From an optimization exercise on the open Yosys and OpenROAD flow, aimed at small area, a short achievable clock period and few clock cycles; shortcuts taken in it are not production practice. Power figures rest on the tool's default switching activity, not on a simulated workload.

lane 2:
==> flow/design.v <==
function automatic [3:0] board_index(input [1:0] dir, input integer k, input integer i);
	integer r;
	integer c;
	integer idx;
	begin
		case (dir)
			2'd0: begin
				r = k;
				c = i;
			end
			2'd1: begin
				r = k;
				c = 4 - 1 - i;
			end
			2'd2: begin
				r = i;
				c = k;
			end
			default: begin  
				r = 4 - 1 - i;
				c = k;
			end
		endcase
		idx = r * 4 + c;
		board_index = idx[3:0];
	end
endfunction
module line_merge (input [15:0] line_in, output logic [15:0] line_out, output logic changed);
	logic [3:0] a0,a1,a2,a3,p0,p1,p2,p3;
	logic z0,z1,z2,z3;
	logic e01,e12,e23,m0,m1,m2;
	logic [3:0] t0,t1,t2,t3;   
	logic w0,w1,w2;            
	function automatic [3:0] inc(input [3:0] x);
		inc = {x[3]^(x[2]&x[1]&x[0]), x[2]^(x[1]&x[0]), x[1]^x[0], ~x[0]};
	endfunction
	always_comb begin
		{a3,a2,a1,a0} = line_in;
		z0 = a0==0; z1 = a1==0; z2 = a2==0; z3 = a3==0;
		p0 = !z0 ? a0 : !z1 ? a1 : !z2 ? a2 : a3;
		case ({z0,z1})
			2'b00: p1 = a1;
			2'b01, 2'b10: p1 = !z2 ? a2 : a3;
			default: p1 = a3;  
		endcase
		if ({z0,z1} == 2'b11) p1 = (!z2) ? a3 : 4'd0;
		p2 = (!z0 && !z1 && !z2) ? a2 : ((z0 + z1 + z2) == 1 ? a3 : 4'd0);
		if ((z0 + z1 + z2) == 1 && z3) p2 = 0;
		p3 = (!z0 && !z1 && !z2) ? a3 : 4'd0;
		if (!(!z0 && !z1 && !z2 && !z3)) p3 = 0;
		e01 = p0 == p1 && p1 != 0;
		e12 = p1 == p2 && p2 != 0;
		e23 = p2 == p3 && p3 != 0;
		m0 = e01;
		m1 = !m0 && e12;
		m2 = !m1 && e23;
		if (m0) begin
			t0 = inc(p0); w0 = p0 == 15;
			t1 = m2 ? inc(p2) : p2; w1 = m2 && p2 == 15;
			t2 = m2 ? 4'd0 : p3; w2 = 0;
			t3 = 0;
		end else if (m1) begin
			t0 = p0; w0 = 0;
			t1 = inc(p1); w1 = p1 == 15;
			t2 = p3; w2 = 0;
			t3 = 0;
		end else begin
			t0 = p0; w0 = 0;
			t1 = p1; w1 = 0;
			t2 = m2 ? inc(p2) : p2; w2 = m2 && p2 == 15;
			t3 = m2 ? 4'd0 : p3;
		end
		line_out = {t3,t2,t1,t0};
		if (w0 && w1) line_out = {8'd0, t3, t2};
		else if (w0) line_out = {4'd0, t3, t2, t1};
		else if (w1) line_out = {4'd0, t3, t2, t0};
		else if (w2) line_out = {4'd0, t3, t1, t0};
		changed = (z0 && (!z1 || !z2 || !z3)) | (z1 && (!z2 || !z3)) | (z2 && !z3) | m0 | m1 | m2;
	end
endmodule
module g2048_top (
	input  logic        clk,
	input  logic        rst_n,
	input  logic        cyc,
	input  logic        stb,
	input  logic        we,
	input  logic [4:0]  adr,
	input  logic [31:0] dat_w,
	output logic [31:0] dat_r,
	output logic        ack
);
function automatic [3:0] board_index(input [1:0] dir, input integer k, input integer i);
	integer r;
	integer c;
	integer idx;
	begin
		case (dir)
			2'd0: begin
				r = k;
				c = i;
			end
			2'd1: begin
				r = k;
				c = 4 - 1 - i;
			end
			2'd2: begin
				r = i;
				c = k;
			end
			default: begin  
				r = 4 - 1 - i;
				c = k;
			end
		endcase
		idx = r * 4 + c;
		board_index = idx[3:0];
	end
endfunction
	logic [63:0] board;       
	logic [3:0]  lfsr;
	logic [3:0]  ph;          
	logic        pend;        
	logic [1:0]  dir;
	logic [3:0]  dsel;        
	logic        chg;         
	logic [3:0]  rdat;
	logic        rst_q;       
	logic        wr_pend;     
	logic [3:0]  wr_adr;      
	logic        busy;
	logic        req;
	logic        wr_move;
	logic [15:0] wr_cell;     
	logic [3:0]  wr_dat;
	logic [15:0] line;        
	logic [15:0] merged;
	logic        changed;
	logic [63:0] shifted;
	logic [3:0]  lfsr_next;
	logic [15:0] put;
	logic [63:0] cur;         
	logic        win;
	logic        lose;
	logic [3:0]  rd_data;
	assign busy    = |ph;
	assign req     = cyc && stb && !ack && !busy && !rst_q;
	assign wr_move = req && we && (adr == 5'd16);
	always_comb begin
		for (int i = 0; i < 4; i++)
			line[4*i +: 4] = ({4{dsel[0]}} & board[4*board_index(2'd0, 0, i) +: 4])
			               | ({4{dsel[1]}} & board[4*board_index(2'd1, 0, i) +: 4])
			               | ({4{dsel[2]}} & board[4*board_index(2'd2, 0, i) +: 4])
			               | ({4{dsel[3]}} & board[4*board_index(2'd3, 0, i) +: 4]);
	end
	line_merge u_merge (
		.line_in  (line),
		.line_out (merged),
		.changed  (changed)
	);
	always_comb begin
		for (int r = 0; r < 4; r++)
			for (int c = 0; c < 4; c++)
				if (!dir[1]) begin
					if (r < 3)
						shifted[4*(4*r + c) +: 4] = board[4*(4*(r + 1) + c) +: 4];
					else if (dir[0])
						shifted[4*(4*r + c) +: 4] = merged[4*(3 - c) +: 4];
					else
						shifted[4*(4*r + c) +: 4] = merged[4*c +: 4];
				end else begin
					if (c < 3)
						shifted[4*(4*r + c) +: 4] = board[4*(4*r + c + 1) +: 4];
					else if (dir[0])
						shifted[4*(4*r + c) +: 4] = merged[4*(3 - r) +: 4];
					else
						shifted[4*(4*r + c) +: 4] = merged[4*r +: 4];
				end
	end
	assign lfsr_next = {lfsr[2:0], lfsr[3] ^ lfsr[2]};
	always_comb begin
		logic [15:0] empty;
		logic [15:0] upper;
		logic [15:0] pu;
		logic [15:0] pe;
		logic        any_upper;
		for (int j = 0; j < 16; j++) begin
			empty[j] = (board[4*j +: 4] == 4'd0);
			upper[j] = empty[j] && (j >= lfsr_next);
		end
		pu[0] = 1'b0;
		pe[0] = 1'b0;
		for (int j = 1; j < 16; j++) begin
			pu[j] = pu[j-1] | upper[j-1];
			pe[j] = pe[j-1] | empty[j-1];
		end
		any_upper = pu[15] | upper[15];
		for (int j = 0; j < 16; j++)
			put[j] = pend && chg && (any_upper ? (upper[j] && !pu[j]) : (empty[j] && !pe[j]));
		cur = board;
		for (int j = 0; j < 16; j++)
			cur[4*j] = board[4*j] | put[j];
	end
	always_comb begin
		logic full;
		logic pair;
		win  = 1'b0;
		full = 1'b1;
		pair = 1'b0;
		for (int q = 0; q < 16; q++) begin
			if (cur[4*q +: 4] == 4'd0) full = 1'b0;
			if (cur[4*q +: 4] == 11) win = 1'b1;
		end
		for (int r = 0; r < 4; r++)
			for (int c = 0; c < 3; c++)
				if (cur[4*(4*r + c) +: 4] == cur[4*(4*r + c + 1) +: 4]) pair = 1'b1;
		for (int r = 0; r < 3; r++)
			for (int c = 0; c < 4; c++)
				if (cur[4*(4*r + c) +: 4] == cur[4*(4*r + c + 4) +: 4]) pair = 1'b1;
		lose = full && !pair;
	end
	always_comb begin
		logic [3:0] rowv [4];
		logic [3:0] cellv;
		logic [3:0] stv;
		for (int r = 0; r < 4; r++)
			rowv[r] = adr[1] ? (adr[0] ? cur[4*(4*r + 3) +: 4] : cur[4*(4*r + 2) +: 4])
			                 : (adr[0] ? cur[4*(4*r + 1) +: 4] : cur[4*(4*r) +: 4]);
		cellv   = adr[3] ? (adr[2] ? rowv[3] : rowv[2]) : (adr[2] ? rowv[1] : rowv[0]);
		stv     = (adr[3:0] == 5'd17 - 5'd16) ? {1'b0, lose, win, busy} : 4'd0;
		rd_data = adr[4] ? stv : cellv;
	end
	always_comb begin
		for (int j = 0; j < 16; j++)
			wr_cell[j] = rst_q || (wr_pend && (wr_adr == j));
		wr_dat = rst_q ? 4'd0 : dat_w[3:0];
	end
	always_ff @(posedge clk) begin
		for (int j = 0; j < 16; j++)
			if (wr_cell[j])
				board[4*j +: 4] <= wr_dat;
			else if (busy)
				board[4*j +: 4] <= shifted[4*j +: 4];
			else
				board[4*j +: 4] <= cur[4*j +: 4];
	end
	always_ff @(posedge clk) begin
		if (!rst_n)
			ack <= 1'b0;
		else
			ack <= req;
		rst_q   <= !rst_n;
		wr_pend <= rst_n && req && we && !adr[4];
		wr_adr  <= adr[3:0];
	end
	always_ff @(posedge clk) begin
		if (rst_q) begin
			ph   <= 4'd0;
			pend <= 1'b0;
			lfsr <= 4'b1001;
		end else begin
			ph   <= {ph[2:0], wr_move};
			pend <= ph[3];
			if (pend && chg)
				lfsr <= lfsr_next;
		end
	end
	always_ff @(posedge clk) begin
		if (!busy) begin
			dir  <= dat_w[1:0];
			dsel <= 4'd1 << dat_w[1:0];
		end
		chg  <= busy && ((!ph[0] && chg) || changed);
		rdat <= rd_data;
	end
	assign dat_r = {28'd0, rdat};
endmodule
export LEC_CHECK = 0
export CAP_MARGIN = 20
export CORE_MARGIN = 2
export CORE_UTILIZATION = 40
export SLEW_MARGIN = 20
create_clock -name core_clock -period 30.0 [get_ports {clk}]
standard.sh (not shown) runs the stock make flow with config.mk's settings and CLKGATE_MAP_FILE= SYNTH_SCRIPT=/design/flow/synth_recipe.tcl, a recipe that flattens the netlist after the stock synthesis.
==> flow/flow/run.sh <==
#!/bin/bash
# Layout flow: the standard ORFS flow, with synthesis changed only in its
# technology mapping: no adder extraction (ADDER_MAP_FILE empty) and an
# area-oriented ABC script for the combinational logic, then ABC gate sizing. Registers, their
# names and cell types are as the standard synthesis makes them. The port
# buffers are buf_2 instead of the flow's pick.
set -euo pipefail
HERE=$(pwd)
FLOW_DIR=$HERE/flow

# The read mux (from the address inputs to the read data register) is mapped
# on its own for depth first, as the address arrives late in the cycle; the
# rest of the logic is mapped for area.
cat > $HERE/own_synth.tcl <<'TCL'
proc abc {args} {
  set i [lsearch -exact $args -script]
  set stop ":-sky130_fd_sc_hd__dfxtp_1:-sky130_fd_sc_hd__edfxtp_1"
  yosys select -set rdmux i:adr %co*$stop c:rdat* %ci1 %ci*$stop %i {t:$_*} %i
  yosys tee -q -o $::env(OWN_FLOW_DIR)/../rdmux_cells.txt select -list @rdmux
  set fast $args
  lset fast [expr { $i + 1 }] $::env(OWN_FLOW_DIR)/abc_fast.script
  yosys abc {*}$fast @rdmux
  lset args [expr { $i + 1 }] $::env(OWN_FLOW_DIR)/abc_area.script
  yosys abc {*}$args
}
TCL
echo "source $HERE/synth_recipe.tcl" >> $HERE/own_synth.tcl
export OWN_FLOW_DIR=$FLOW_DIR

sed -e "s#SYNTH_SCRIPT=[^ ]*#SYNTH_SCRIPT=$HERE/own_synth.tcl ADDER_MAP_FILE= BUFFER_PORTS_ARGS='-buffer_cell sky130_fd_sc_hd__buf_2'#" standard.sh > $HERE/own_standard.sh
grep -q "own_synth.tcl" $HERE/own_standard.sh

bash $HERE/own_standard.sh finish > $HERE/make_finish.log 2>&1
==> flow/flow/abc_area.script <==
strash
&get -n
&fraig -x
&put
scorr
dc2
dretime
strash
&get -n
&dch -f
&nf -R 1000
&put
topo
stime -c
upsize -c
dnsize -c
==> flow/flow/abc_fast.script <==
strash
&get -n
&fraig -x
&put
scorr
dc2
strash
&get -n
&dch -f
&if -g -K 6
&synch2
&nf
&put
Inputs modified between lane 2 and lane 5:
--- a/flow/flow/run.sh
+++ b/flow/flow/run.sh
@@ -3,3 +3,3 @@
 # technology mapping: no adder extraction (ADDER_MAP_FILE empty) and an
-# area-oriented ABC script for the combinational logic, then ABC gate sizing. Registers, their
+# area-oriented ABC script for the combinational logic. Registers, their
 # names and cell types are as the standard synthesis makes them. The port
--- a/flow/flow/abc_area.script
+++ b/flow/flow/abc_area.script
@@ -12,5 +12 @@
 &put
-topo
-stime -c
-upsize -c
-dnsize -c
Notes after the runs:
- Relative to lane 2, relative contribution of combinational cells to total power decreased by 0.7 points in lane 5.
- NOTE total placed cells including tap cells lane 2->lane 5 increased slightly
- Changes observed in lane 5 relative to lane 2: clock tree buffer count of the final layout increased 2, power went down by 0.015 mW.
Function was not checked in any run of this note: the RTL went through the layout flow alone.

[what the ideal ports hide]
In the flow no input, the clock included, has a driving cell. The finished layouts below were timed again as built, in two steps. Step 1, drivers: a clkbuf_16 drives clk and a buf_2 each remaining input, both assumed. Step 2 adds t to the input delays and takes it off the output delays; t is the mean of the earliest and latest rising clock arrival at the registers after step 1. Input paths then give back, and output paths get back, about the clock's delay inside the block. Three values: ideal ports, drivers, drivers and shift; two values: the first two.
| run | t (ns) | setup WS [ns] | hold slack, ns |
|---|---|---|---|
| lane 2 | 0.408 | 22.530 / 22.555 / 22.147 | 0.498 / 0.498 / 0.498 |
| lane 5 | 0.402 | 22.590 / 22.609 / 22.207 | 0.480 / 0.480 / 0.480 |
After both steps every run listed still meets setup and hold.
